Source: an optimization exercise on an open RTL-to-GDS flow (aim: small area and a short achievable clock period). Production flows keep margins and buffers that such runs may drop.
Only simulation tests tie the RTL to the original design; equivalence was not proved.

$ cat design/flow/run.sh
#!/bin/bash
# synth_recipe.tcl (not shown) runs the flow's synth.tcl, then flattens the netlist and writes it again
# the make line also repeats each setting of config.mk as NAME=value (left out here)
make -C /OpenROAD-flow-scripts/flow DESIGN_CONFIG=/design/flow/config.mk WORK_HOME=/design/flow/orfs CLKGATE_MAP_FILE= SYNTH_SCRIPT=/design/flow/synth_recipe.tcl finish
$ cat design/flow/config.mk
export PLATFORM = sky130hd
export DESIGN_NAME = jpeg_fb_writer
export DESIGN_NICKNAME = jpeg_fb_writer
export VERILOG_FILES = /design/flow/design.v
export SDC_FILE = /design/flow/constraint.sdc
export NUM_CORES = 4
export LEC_CHECK = 0
export CAP_MARGIN = 20
export CORE_MARGIN = 2
export CORE_UTILIZATION = 40
export SLEW_MARGIN = 20
$ cat design/flow/constraint.sdc
create_clock -name core_clock -period 9.0 [get_ports {clk}]
set_input_delay 1.8000 -clock core_clock [delete_from_list [all_inputs] [get_ports {clk}]]
set_output_delay 1.8000 -clock core_clock [all_outputs]
set_load 0.01 [all_outputs]
$ cat design/flow/design.v
module jpeg_fb_writer #(
  parameter int unsigned       ADDR_W    = 32,
  parameter logic [ADDR_W-1:0] BASE_ADDR = 32'h0010_0000,
  parameter int unsigned       PIX_FMT   = 0
) (
  input  logic              clk,
  input  logic              reset,
  input  logic              in_valid_i,
  input  logic [15:0]       in_width_i,
  input  logic [15:0]       in_height_i,
  input  logic [15:0]       in_x_i,
  input  logic [15:0]       in_y_i,
  input  logic [7:0]        in_r_i,
  input  logic [7:0]        in_g_i,
  input  logic [7:0]        in_b_i,
  output logic              in_accept_o,
  output logic              wr_valid_o,
  output logic [ADDR_W-1:0] wr_addr_o,
  output logic [31:0]       wr_data_o,
  output logic [3:0]        wr_strb_o,
  input  logic              wr_ready_i,
  output logic              frame_done_o,
  output logic              busy_o,
  output logic [15:0]       crop_count_o,
  output logic              geom_err_o
);
  typedef enum logic [1:0] {ST_IDLE, ST_ACTIVE, ST_DONE} state_t;
  state_t            state_q, state_d;
  logic              s1_valid_q, s1_valid_d;
  logic [15:0]       s1_x_q, s1_x_d;
  logic [7:0]        s1_r_q, s1_r_d, s1_g_q, s1_g_d, s1_b_q, s1_b_d;
  logic [31:0]       s1_prod_q, s1_prod_d;
  logic              s1_crop_q, s1_crop_d;
  logic              wr_valid_q, wr_valid_d;
  logic [ADDR_W-1:0] wr_addr_q, wr_addr_d;
  logic [31:0]       wr_data_q, wr_data_d;
  logic [3:0]        wr_strb_q, wr_strb_d;
  logic [15:0]       w_q, w_d, h_q, h_d;
  logic [31:0]       target_q, target_d, wcnt_q, wcnt_d;
  logic [15:0]       crop_cnt_q, crop_cnt_d;
  logic              start_pend_q, start_pend_d;
  logic              frame_done_q, frame_done_d;
  logic              busy_q, busy_d;
  logic              geom_err_q, geom_err_d;
  logic              en, accept, hs, use_latched, in_bounds, start_ok;
  logic [15:0]       w_used, h_used;
  logic [ADDR_W-1:0] lin_idx, out_addr;
  logic [31:0]       out_data;
  logic [3:0]        out_strb;
  logic [15:0]       pix565;
  assign en     = !wr_valid_q | wr_ready_i;
  assign accept = en & in_valid_i;
  assign hs     = wr_valid_q & wr_ready_i;
  assign use_latched = (state_q == ST_ACTIVE) | start_pend_q;
  assign w_used      = use_latched ? w_q : in_width_i;
  assign h_used      = use_latched ? h_q : in_height_i;
  assign in_bounds   = (in_x_i < w_used) & (in_y_i < h_used);
  assign start_ok    = accept & in_bounds & !use_latched;
  always_comb begin
    lin_idx = ADDR_W'(s1_prod_q) + ADDR_W'(s1_x_q);
    pix565  = {s1_r_q[7:3], s1_g_q[7:2], s1_b_q[7:3]};
    if (PIX_FMT == 1) begin
      out_addr = BASE_ADDR + (lin_idx << 1);
      out_strb = out_addr[1] ? 4'b1100 : 4'b0011;
      out_data = out_addr[1] ? {pix565, 16'h0000} : {16'h0000, pix565};
    end else begin
      out_addr = BASE_ADDR + (lin_idx << 2);
      out_strb = 4'hF;
      out_data = {8'h00, s1_r_q, s1_g_q, s1_b_q};
    end
  end
  always_comb begin
    state_d      = state_q;
    s1_valid_d   = s1_valid_q;
    s1_x_d       = s1_x_q;
    s1_r_d       = s1_r_q;
    s1_g_d       = s1_g_q;
    s1_b_d       = s1_b_q;
    s1_prod_d    = s1_prod_q;
    s1_crop_d    = s1_crop_q;
    wr_valid_d   = wr_valid_q;
    wr_addr_d    = wr_addr_q;
    wr_data_d    = wr_data_q;
    wr_strb_d    = wr_strb_q;
    w_d          = w_q;
    h_d          = h_q;
    target_d     = target_q;
    wcnt_d       = wcnt_q;
    crop_cnt_d   = crop_cnt_q;
    start_pend_d = start_pend_q;
    frame_done_d = 1'b0;
    geom_err_d   = geom_err_q;
    if (en) begin
      s1_valid_d = in_valid_i;
      if (in_valid_i) begin
        s1_x_d    = in_x_i;
        s1_r_d    = in_r_i;
        s1_g_d    = in_g_i;
        s1_b_d    = in_b_i;
        s1_prod_d = 32'(in_y_i) * 32'(w_used);
        s1_crop_d = !in_bounds;
      end
      wr_valid_d = s1_valid_q & !s1_crop_q;
      if (s1_valid_q & !s1_crop_q) begin
        wr_addr_d = out_addr;
        wr_data_d = out_data;
        wr_strb_d = out_strb;
      end
      if (s1_valid_q & s1_crop_q & (crop_cnt_q != 16'hFFFF)) begin
        crop_cnt_d = crop_cnt_q + 16'd1;
      end
    end
    case (state_q)
      ST_IDLE: begin
        if (start_pend_q) begin
          state_d      = ST_ACTIVE;
          start_pend_d = 1'b0;
        end else if (start_ok) begin
          state_d    = ST_ACTIVE;
          w_d        = in_width_i;
          h_d        = in_height_i;
          target_d   = 32'(in_width_i) * 32'(in_height_i);
          wcnt_d     = 32'd0;
          crop_cnt_d = 16'd0;
        end
      end
      ST_ACTIVE: begin
        if (accept & ((in_width_i != w_q) | (in_height_i != h_q))) begin
          geom_err_d = 1'b1;
        end
        if (hs) begin
          wcnt_d = wcnt_q + 32'd1;
        end
        if (wcnt_d == target_q) begin
          state_d      = ST_DONE;
          frame_done_d = 1'b1;
        end
      end
      ST_DONE: begin
        state_d = ST_IDLE;
        if (start_ok) begin
          start_pend_d = 1'b1;
          w_d          = in_width_i;
          h_d          = in_height_i;
          target_d     = 32'(in_width_i) * 32'(in_height_i);
          wcnt_d       = 32'd0;
          crop_cnt_d   = 16'd0;
        end
      end
      default: state_d = ST_IDLE;
    endcase
    busy_d = (state_d != ST_IDLE) | s1_valid_d | wr_valid_d | start_pend_d;
  end
  always_ff @(posedge clk) begin
    if (!reset) begin
      state_q      <= ST_IDLE;
      s1_valid_q   <= 1'b0;
      s1_x_q       <= '0;
      s1_r_q       <= '0;
      s1_g_q       <= '0;
      s1_b_q       <= '0;
      s1_prod_q    <= '0;
      s1_crop_q    <= 1'b0;
      wr_valid_q   <= 1'b0;
      wr_addr_q    <= '0;
      wr_data_q    <= '0;
      wr_strb_q    <= '0;
      w_q          <= '0;
      h_q          <= '0;
      target_q     <= '0;
      wcnt_q       <= '0;
      crop_cnt_q   <= '0;
      start_pend_q <= 1'b0;
      frame_done_q <= 1'b0;
      busy_q       <= 1'b0;
      geom_err_q   <= 1'b0;
    end else begin
      state_q      <= state_d;
      s1_valid_q   <= s1_valid_d;
      s1_x_q       <= s1_x_d;
      s1_r_q       <= s1_r_d;
      s1_g_q       <= s1_g_d;
      s1_b_q       <= s1_b_d;
      s1_prod_q    <= s1_prod_d;
      s1_crop_q    <= s1_crop_d;
      wr_valid_q   <= wr_valid_d;
      wr_addr_q    <= wr_addr_d;
      wr_data_q    <= wr_data_d;
      wr_strb_q    <= wr_strb_d;
      w_q          <= w_d;
      h_q          <= h_d;
      target_q     <= target_d;
      wcnt_q       <= wcnt_d;
      crop_cnt_q   <= crop_cnt_d;
      start_pend_q <= start_pend_d;
      frame_done_q <= frame_done_d;
      busy_q       <= busy_d;
      geom_err_q   <= geom_err_d;
    end
  end
  assign in_accept_o = en;
  assign wr_valid_o  = wr_valid_q;
  assign wr_addr_o   = wr_addr_q;
  assign wr_data_o   = wr_data_q;
  assign wr_strb_o   = wr_strb_q;
  assign frame_done_o   = frame_done_q;
  assign busy_o         = busy_q;
  assign crop_count_o   = crop_cnt_q;
  assign geom_err_o     = geom_err_q;
endmodule
==> run summary, run 1 <==
library cells used by synthesis 82; Ports 181; max_slew headroom 27.30%; critical path startpoint category input pin; Rows 99; total of max-cap violations 0; via count 23580; synthesized cell area 29420 um^2; setup bufs post-CTS 0; worst path bufs/invs 6; Post-synth EDFFs 0; Synth async-reset ratio 0%; vias per inst 5.117; crit path kind input pin to flip-flop; first-pass GRT wire length 129500 um; Root Driver clkbuf_16; CORE AREA 72830 um^2; most used flip-flop cell after synthesis dfxtp_1; total die area 75740 um^2; Seq cells post-synth 246; hold crit path type flip-flop to flip-flop; CTS tree yes; Crit. Startpoint in_width_i[4]; DIE HEIGHT 275.2 um; Nets 4354; GRT Overall Usage 21.51%; initial antenna violation count 3; Hold Violations, Final 0; DRC errors left 0; Chip Width 275.2 um; Largest delay share family, worst path adder cells; Finished Core Util 46.00%; Cells after Synth 3512; largest net degree at the start of global routing 96; non-filler instance count after layout 4608; CP most frequent cell fa_1; worst path cell trace clkdlybuf4s50_1 -> mux2i_2 -> nor2b_1 -> fa_1 -> inv_1 -> fa_1 -> fa_1 -> fa_1 -> inv_1 -> fa_1 -> inv_1 -> fa_1 -> inv_1 -> ha_1 -> and3_1 -> and3_1 -> a2111oi_0 -> buf_4 -> o41a_1 -> o21ai_0 -> a21oi_1 -> o21ai_0 -> and4_1 -> o31a_1; initial core utilization 40.40%; Max Clk Rate 0.1198 GHz; # setup viols final 0; ant diodes 0; Max clock buf depth 3; Critical Path RT 9.49 ns; WL per Instance 17.49 um; CP max stage delay 0.57 ns; H-tree Lvls 1; Critical Path Fanout Max 8; most frequent cells in the layout 565 x nand2_1, 499 x inv_1, 388 x fa_1, 246 x ha_1, 246 x dfxtp_1; sequential share of the synthesized area 16.74%; P&R area growth vs syn 13.88%; share of post-route cells with drive strength above 1 5.399%; Final Skew 0.05348 ns; RSZ-0062 raised after global routing false; reg2reg start state_q[0]$_SDFF_PN0_; Reg clk slew, reported paths 0.06 ns; later-pin clock latency in the skew report 0.60 ns; RD Place Congestion 0.8665; GR Overflow Total 0; period utilization 92.77%; CP max-delay cell fa_1; Syn. warnings 1; PortBufs 170; number of CTS-inserted buffers 28; PostCTS Resize Cnt 0; hold buffer count at CTS 0; status complete, no violations; number of global-route vias before repair 23610; setup tns final 0 ns; Worst Tran Pin Value 1.081 ns; most common cell after layout, fill and taps aside nand2_1; Routed Antenna Nets 0; Final Routed Wirelength 80610 um; HPWL Detailed 64740 um; Critical Path AT 8.84 ns; Slew Viols, Final 0; Placed Area 32370 um^2; clk sinks 246; synthesized area per cell 8.378 um^2; Pre-antenna DRT Iters 5; Placed Cells incl. Taps 4557; Final min period 8.349 ns; post-route cell area 33510 um^2; CP Capture Type flip-flop; hold path startpoint s1_b_q[2]$_SDFFE_PN0P_; DR iter-0 viols 1486
-- per-stage QoR --
step	hold slack, ns	worst slack (ns)
detailed placement	0.4410	0.05551
global placement	0.4382	0.04358
finish	0.4478	0.6509
CTS	0.4504	0.6752
floorplan	0.4321	0.8198
global route	0.4682	0.3746
-- final cells by class --
type | count | area (um^2)
clock inverters | 14 | 326.6
inverters | 500 | 1882
flip-flops and latches | 246 | 4925
multi-input cells | 2577 | 21870
clock buffers | 37 | 804.5
fillers | 7254 | 39330
repair buffers | 275 | 2497
well taps | 959 | 1200
-- flip-flops by register name (all words and copies together), names as in the netlist, 2 cells and up --
signal / flops
h_q: 16
state_q: 2
s1_r_q: 8
s1_prod_q: 30
target_q: 32
wr_data_q: 24
s1_g_q: 8
s1_b_q: 8
wr_addr_q: 30
crop_cnt_q: 16
wcnt_q: 32
w_q: 16
s1_x_q: 16
-- metal layers --
layer	up-vias	wire length, um	GRT usage, %
li1	11330	-	-
met1	11690	35380	28.67
met2	463	39780	36.93
met3	99	3548	2.688
met4	4	1879	5.548
met5	-	23	0
-- worst reg2reg max path: cells and delay by family (launching register included) --
family | cells | cell delay, ns
adders and majority gates | 7 | 3.38
AOI/OAI and AO/OA | 6 | 1.51
and+or+nand+nor | 6 | 1.47
buffers and inverters | 5 | 0.38
muxes | 1 | 0.65
DFF | 1 | 0.38
-- Yosys cell counts (all sizes together), types with 3 or more instances --
library cell,instances,share of area [%]
nand2,566,7.2
inv,500,6.4
fa,388,26
dfxtp,246,17
ha,246,10
a21oi,213,3.6
and2,201,4.3
nor2,177,2.3
clkbuf,157,2.0
xnor2,124,3.7
mux2i,82,2.8
o21ai,77,1.3
nor2b,55,1.2
nand3,48,0.82
xor2,45,1.3
a21o,42,1.1
buf,41,0.82
nor3,36,0.65
nand4,34,0.74
and3,24,0.51
nand2b,18,0.38
o21a,17,0.43
o21bai,16,0.41
a31oi,15,0.32
a211oi,13,0.33
mux2,13,0.50
nor4,13,0.32
or3,13,0.28
o211ai,7,0.18
or4,7,0.19
a2111oi,6,0.18
o31ai,6,0.15
and4,5,0.15
nor3b,5,0.14
a211o,4,0.12
a21boi,4,0.10
nand4b,4,0.17
o31a,4,0.12
a32oi,3,0.089
nand3b,3,0.077
o311ai,3,0.089
-- final timing paths --
| kind | to | cells after the start | slack, ns |
|---|---|---|---|
| worst max-delay path | s1_prod_q[27]$_SDFFE_PN0P_ | 24 | 0.65 |
| worst min-delay path | wr_data_q[2]$_SDFFE_PN0P_ | 2 | 0.45 |
| worst max register to register | s1_prod_q[27]$_SDFFE_PN0P_ | 25 | 1.19 |
| worst min register to register | wr_data_q[2]$_SDFFE_PN0P_ | 2 | 0.45 |
-- logic make-up after synthesis --
logic type	synth area share (%)
DFF	16.74
AOI/OAI and AO/OA	9.360
adders and majority gates	36.86
other	0.01275
and+or+nand+nor	19.49
muxes	3.287
xor gates and xnor gates	5.056
buffers and inverters	9.198
==> run 2, diff against run 1 <==
==> design/flow/design.v (replaced) <==
module jpeg_fb_writer #(
  parameter int unsigned       ADDR_W    = 32,
  parameter logic [ADDR_W-1:0] BASE_ADDR = 32'h0010_0000,
  parameter int unsigned       PIX_FMT   = 0
) (
  input  logic              clk,
  input  logic              reset,
  input  logic              in_valid_i,
  input  logic [15:0]       in_width_i,
  input  logic [15:0]       in_height_i,
  input  logic [15:0]       in_x_i,
  input  logic [15:0]       in_y_i,
  input  logic [7:0]        in_r_i,
  input  logic [7:0]        in_g_i,
  input  logic [7:0]        in_b_i,
  output logic              in_accept_o,
  output logic              wr_valid_o,
  output logic [ADDR_W-1:0] wr_addr_o,
  output logic [31:0]       wr_data_o,
  output logic [3:0]        wr_strb_o,
  input  logic              wr_ready_i,
  output logic              frame_done_o,
  output logic              busy_o,
  output logic [15:0]       crop_count_o,
  output logic              geom_err_o
);
  logic        active_q, start_pend_q, frame_done_q, busy_q, geom_err_q;
  logic        s1_valid_q, s1_crop_q, wr_valid_q, strb_q;
  logic [15:0] s1_x_q, s1_y_q;
  logic [23:0] s1_rgb_q;
  logic [29:0] wr_word_q;
  logic [23:0] wr_rgb_q;
  logic [15:0] w_q, h_q, col_q, row_q, crop_cnt_q;
  logic        en, accept, hs, use_latched, in_bounds, start_ok, wr_load;
  logic        idle, start_now, count, last, frame_end;
  logic        active_d, start_pend_d, wr_valid_d, s1_valid_d;
  logic [15:0] w_used, h_used;
  logic [29:0] lin_idx;
  assign en          = !wr_valid_q | wr_ready_i;
  assign accept      = en & in_valid_i;
  assign hs          = wr_valid_q & wr_ready_i;
  assign idle        = !active_q & !frame_done_q;
  assign use_latched = active_q | start_pend_q;
  assign w_used      = use_latched ? w_q : in_width_i;
  assign h_used      = use_latched ? h_q : in_height_i;
  assign in_bounds   = (in_x_i < w_used) & (in_y_i < h_used);
  assign start_ok    = accept & in_bounds & !use_latched;
  assign lin_idx     = 30'(s1_y_q) * 30'(w_q) + 30'(s1_x_q) + 30'(BASE_ADDR >> 2);
  assign wr_load     = en & s1_valid_q & !s1_crop_q;
  assign s1_valid_d  = en ? in_valid_i : s1_valid_q;
  assign wr_valid_d  = en ? (s1_valid_q & !s1_crop_q) : wr_valid_q;
  assign start_now   = start_ok & !start_pend_q;
  assign count       = active_q & hs;
  assign last        = (col_q == 16'd1) & (row_q == 16'd1);
  assign frame_end   = count & last;
  assign active_d     = (idle & (start_pend_q | start_ok)) | (active_q & !frame_end);
  assign start_pend_d = idle ? 1'b0 : (frame_done_q ? start_ok : start_pend_q);
  always_ff @(posedge clk) begin
    if (en) begin
      s1_x_q    <= in_x_i;
      s1_y_q    <= in_y_i;
      s1_rgb_q  <= {in_r_i, in_g_i, in_b_i};
      s1_crop_q <= !in_bounds;
    end
    if (start_now) begin
      w_q <= in_width_i;
      h_q <= in_height_i;
    end
    if (start_now | (count & (col_q == 16'd1))) col_q <= w_used;
    else if (count) col_q <= col_q - 16'd1;
    if (start_now) row_q <= in_height_i;
    else if (count & (col_q == 16'd1)) row_q <= row_q - 16'd1;
  end
  always_ff @(posedge clk) begin
    if (!reset) begin
      active_q     <= 1'b0;
      start_pend_q <= 1'b0;
      frame_done_q <= 1'b0;
      busy_q       <= 1'b0;
      geom_err_q   <= 1'b0;
      s1_valid_q   <= 1'b0;
      wr_valid_q   <= 1'b0;
      strb_q       <= 1'b0;
      wr_word_q    <= '0;
      wr_rgb_q     <= '0;
      crop_cnt_q   <= '0;
    end else begin
      active_q     <= active_d;
      start_pend_q <= start_pend_d;
      frame_done_q <= frame_end;
      busy_q       <= active_d | frame_end | s1_valid_d | wr_valid_d | start_pend_d;
      if (active_q & accept & ((in_width_i != w_q) | (in_height_i != h_q)))
        geom_err_q <= 1'b1;
      s1_valid_q   <= s1_valid_d;
      wr_valid_q   <= wr_valid_d;
      if (wr_load) begin
        strb_q    <= 1'b1;
        wr_word_q <= lin_idx;
        wr_rgb_q  <= s1_rgb_q;
      end
      if (start_now)
        crop_cnt_q <= 16'd0;
      else if (en & s1_valid_q & s1_crop_q & (crop_cnt_q != 16'hFFFF))
        crop_cnt_q <= crop_cnt_q + 16'd1;
    end
  end
  assign in_accept_o  = en;
  assign wr_valid_o   = wr_valid_q;
  assign wr_addr_o    = {wr_word_q, 2'b00};
  assign wr_data_o    = {8'h00, wr_rgb_q};
  assign wr_strb_o    = {4{strb_q}};
  assign frame_done_o = frame_done_q;
  assign busy_o       = busy_q;
  assign crop_count_o = crop_cnt_q;
  assign geom_err_o   = geom_err_q;
endmodule
==> run 2 against run 1 <==
  * Routed wire length fell by 41%
  * Worst hold slack gained 0.0064 ns
  * Synthesized cell count shrank 48%
  * Count of clock-buffer cells in the layout is 20 lower
==> run summary, run 2 <==
initial antenna violation count 4; largest net degree at the start of global routing 68; P&R area growth vs syn 15.54%; number of CTS-inserted buffers 17; HPWL Detailed 37590 um; Chip Width 214.5 um; H-tree Lvls 4; reg2reg start s1_y_q[10]$_DFFE_PN_; Post-synth top cells 299 x inv_1, 261 x nand2_1, 209 x fa_1; top-area cell type share of the netlist area 23.60%; crit path kind flip-flop to flip-flop; Critical Path AT 6.90 ns; worst path cell trace nand2_1 -> fa_1 -> fa_1 -> fa_1 -> fa_1 -> inv_1 -> fa_1 -> inv_1 -> fa_1 -> inv_1 -> ha_1 -> o21a_1 -> a21oi_1 -> nor4b_1 -> o21a_1 -> a21oi_1 -> o41a_1 -> a211o_1 -> o211ai_1; WHS 0.4542 ns; share of post-route cells with drive strength above 1 2.717%; Max clock buf depth 2; RD Place Congestion 0.8696; vias per inst 5.021; most frequent cells in the layout 298 x inv_1, 261 x nand2_1, 209 x fa_1, 170 x clkdlybuf4s50_1, 132 x ha_1; library cells used by synthesis 60; Placed Area 19860 um^2; sequential share of the synthesized area 29.30%; Synth async-reset ratio 0%; GR Overflow Total 0; worst r2r dst wr_word_q[26]$_SDFFE_PN0P_; synthesized cell area 17730 um^2; CTS tree yes; worst path bufs/invs 3; Reg with most FFs wr_word_q; Pre-antenna DRT Iters 4; via count 12790; Seq cells post-synth 199; WHS Path Cells 2; Hold Violations, Final 0; Root Driver clkbuf_16; non-filler instance count after layout 2547; reg2reg path depth 19; total die area 46030 um^2; setup tns final 0 ns; r2r setup slk 2.51 ns; WL per Instance 18.52 um; Slew Viols, Final 0; Worst Tran Pin Value 0.9712 ns; Critical Path Fanout Max 16; most used flip-flop cell after synthesis edfxtp_1; Cells after Synth 1826; Placed Cells incl. Taps 2511; CP max-delay cell edfxtp_1; Routed Antenna Nets 0; most common cell after layout, fill and taps aside inv_1; post-synth top area cell fa_1; first-pass GRT wire length 75300 um; most common cell in the synthesized netlist inv_1; Ports 181; max_slew headroom 35.25%; DRC errors left 0; PostCTS Resize Cnt 0; Layout fillers 4156; top flop regs wr_word_q x30, s1_rgb_q x24, wr_rgb_q x24; CORE AREA 44030 um^2; Final Routed Wirelength 47160 um; later-pin clock latency in the skew report 0.48 ns; hold path startpoint wr_rgb_q[10]$_SDFFE_PN0P_; Largest delay share family, worst path adder cells; Final min period 6.492 ns; DR iter-0 viols 649; clk sinks 199; DIE HEIGHT 214.5 um; Reg clk slew, reported paths 0.08 ns; RSZ-0062 raised after global routing false; Max Clk Rate 0.1540 GHz; number of flip-flops in the largest register 30; status complete, no violations; hold buffer count at CTS 0; ranking of synthesized cells by area fa_1 24%, edfxtp_1 20%, ha_1 9.3%, dfxtp_1 8.8%, inv_1 6.3%; Nets 2371; Critical Path RT 9.40 ns; hold crit path type flip-flop to flip-flop; synthesized area per cell 9.711 um^2; Min-Delay Endpoint wr_rgb_q[10]$_SDFFE_PN0P_; initial core utilization 40.27%; critical path startpoint category flip-flop; CP max stage delay 0.76 ns; CP most frequent cell fa_1; Syn. warnings 1; GRT Overall Usage 21.30%; number of global-route vias before repair 13530; period utilization 72.13%; post-route cell area 20490 um^2; Rows 77; PortBufs 170; CP Capture Type flip-flop; Final Skew 0.01475 ns; # setup viols final 0; setup bufs post-CTS 0; total of max-cap violations 0; Post-synth EDFFs 121
run 2: cell count changes in the layout (fill, tap and decap cells not counted), sizes merged, moves of 82 or more:
cell / delta
nand2: -305
inv: -195
fa: -179
dfxtp: -168
a21oi: -143
edfxtp: +121
ha: -114
nor2: -114
buf: -98
and2: -82
run 2: through the flow:
step	worst slack (ns)	utilization, %
floorplan	2.708	-
finish	2.508	46.53
global placement	2.658	45.10
detailed placement	2.546	45.10
global route	2.186	46.51
CTS	2.530	46.51
run 2: kinds of logic (layout without fill, tap and decap cells):
group                      count (synthesis)  count (layout)  share of synthesized area, %
adders and majority gates                341             341                         32.91
AOI/OAI and AO/OA                        178             178                         6.174
other                                      1              14                       0.02115
DFF                                      199             199                         29.30
and+or+nand+nor                          571             571                         15.44
xor gates and xnor gates                  94              94                         4.643
buffers and inverters                    393             509                         8.750
muxes                                     49              49                         2.766
run 2: worst max-delay path by stage:
stage | slack (ns) | to | cells past startpoint | startpoint
floorplan | 2.71 | row_q[0]$_DFFE_PN_ | 6 | wr_ready_i
global placement | 2.66 | wr_word_q[26]$_SDFFE_PN0P_ | 20 | w_q[4]$_DFFE_PP_
detailed placement | 2.55 | wr_word_q[26]$_SDFFE_PN0P_ | 19 | w_q[1]$_DFFE_PP_
CTS | 2.53 | wr_word_q[26]$_SDFFE_PN0P_ | 19 | w_q[1]$_DFFE_PP_
global route | 2.19 | wr_word_q[26]$_SDFFE_PN0P_ | 19 | w_q[1]$_DFFE_PP_
finish | 2.51 | wr_word_q[26]$_SDFFE_PN0P_ | 19 | s1_y_q[10]$_DFFE_PN_
run 2: area by class of cell:
type                    instances  area [um^2]  area share [%]
multi-input cells            1243        11040           53.87
flip-flops and latches        199         5195           25.36
repair buffers                178         1762           8.598
inverters                     299         1122           5.478
well taps                     592        740.7           3.615
clock buffers                  17        425.4           2.076
clock inverters                15        196.4          0.9588
diodes                          4        10.01         0.04885
run 2: per-layer routing:
metal | vias up | routed length (um) | GRT usage [%] | share of wire, %
li1 | 6030 | - | - | -
met1 | 6373 | 19680 | 25.84 | 42
met2 | 314 | 23670 | 37.61 | 50
met3 | 70 | 2208 | 3.745 | 4.7
met4 | 2 | 1599 | 8.356 | 3.4
met5 | - | 13 | 0 | 0.028
run 2: tightest hold or removal path, stage by stage (launching register included):
cell and delay, ns:
dfxtp_1 0.31, nand2_1 0.05, a21oi_1 0.05

afterwards: timing with drivers on the ports:
The results above use ideal ports. As a check the final layouts listed here were re-extracted and re-timed, cells and wires unchanged. Step 1 (the two cells are an assumption about what drives the block):
set clk [get_ports {clk}]
set_driving_cell -lib_cell sky130_fd_sc_hd__clkbuf_16 $clk
set_driving_cell -lib_cell sky130_fd_sc_hd__buf_2 [delete_from_list [all_inputs] $clk]
Step 2 adds t to the input delays and takes it off the output delays; t is the mean of the earliest and latest rising clock arrival at the registers after step 1. Input paths then give back, and output paths get back, about the clock's delay inside the block. Slacks: ideal ports / drivers / drivers and shift; pairs: ideal ports / drivers.
run	t (ns)	slack for setup (ns)	worst setup path after step 2	latest minus earliest clock arrival (ns)	slew at the worst register clock pin (ns)
run 1	0.640	0.651 / 0.690 / 0.050	input to register	0.055 / 0.054	0.07 / 0.07
run 2	0.529	2.508 / 2.508 / 2.508	register to register	0.015 / 0.016	0.09 / 0.09
After both steps setup and hold are still met in every run listed. The setup slack of run 1, which loses most, moves by +0.039 ns with the drivers and by -0.601 ns with both steps.
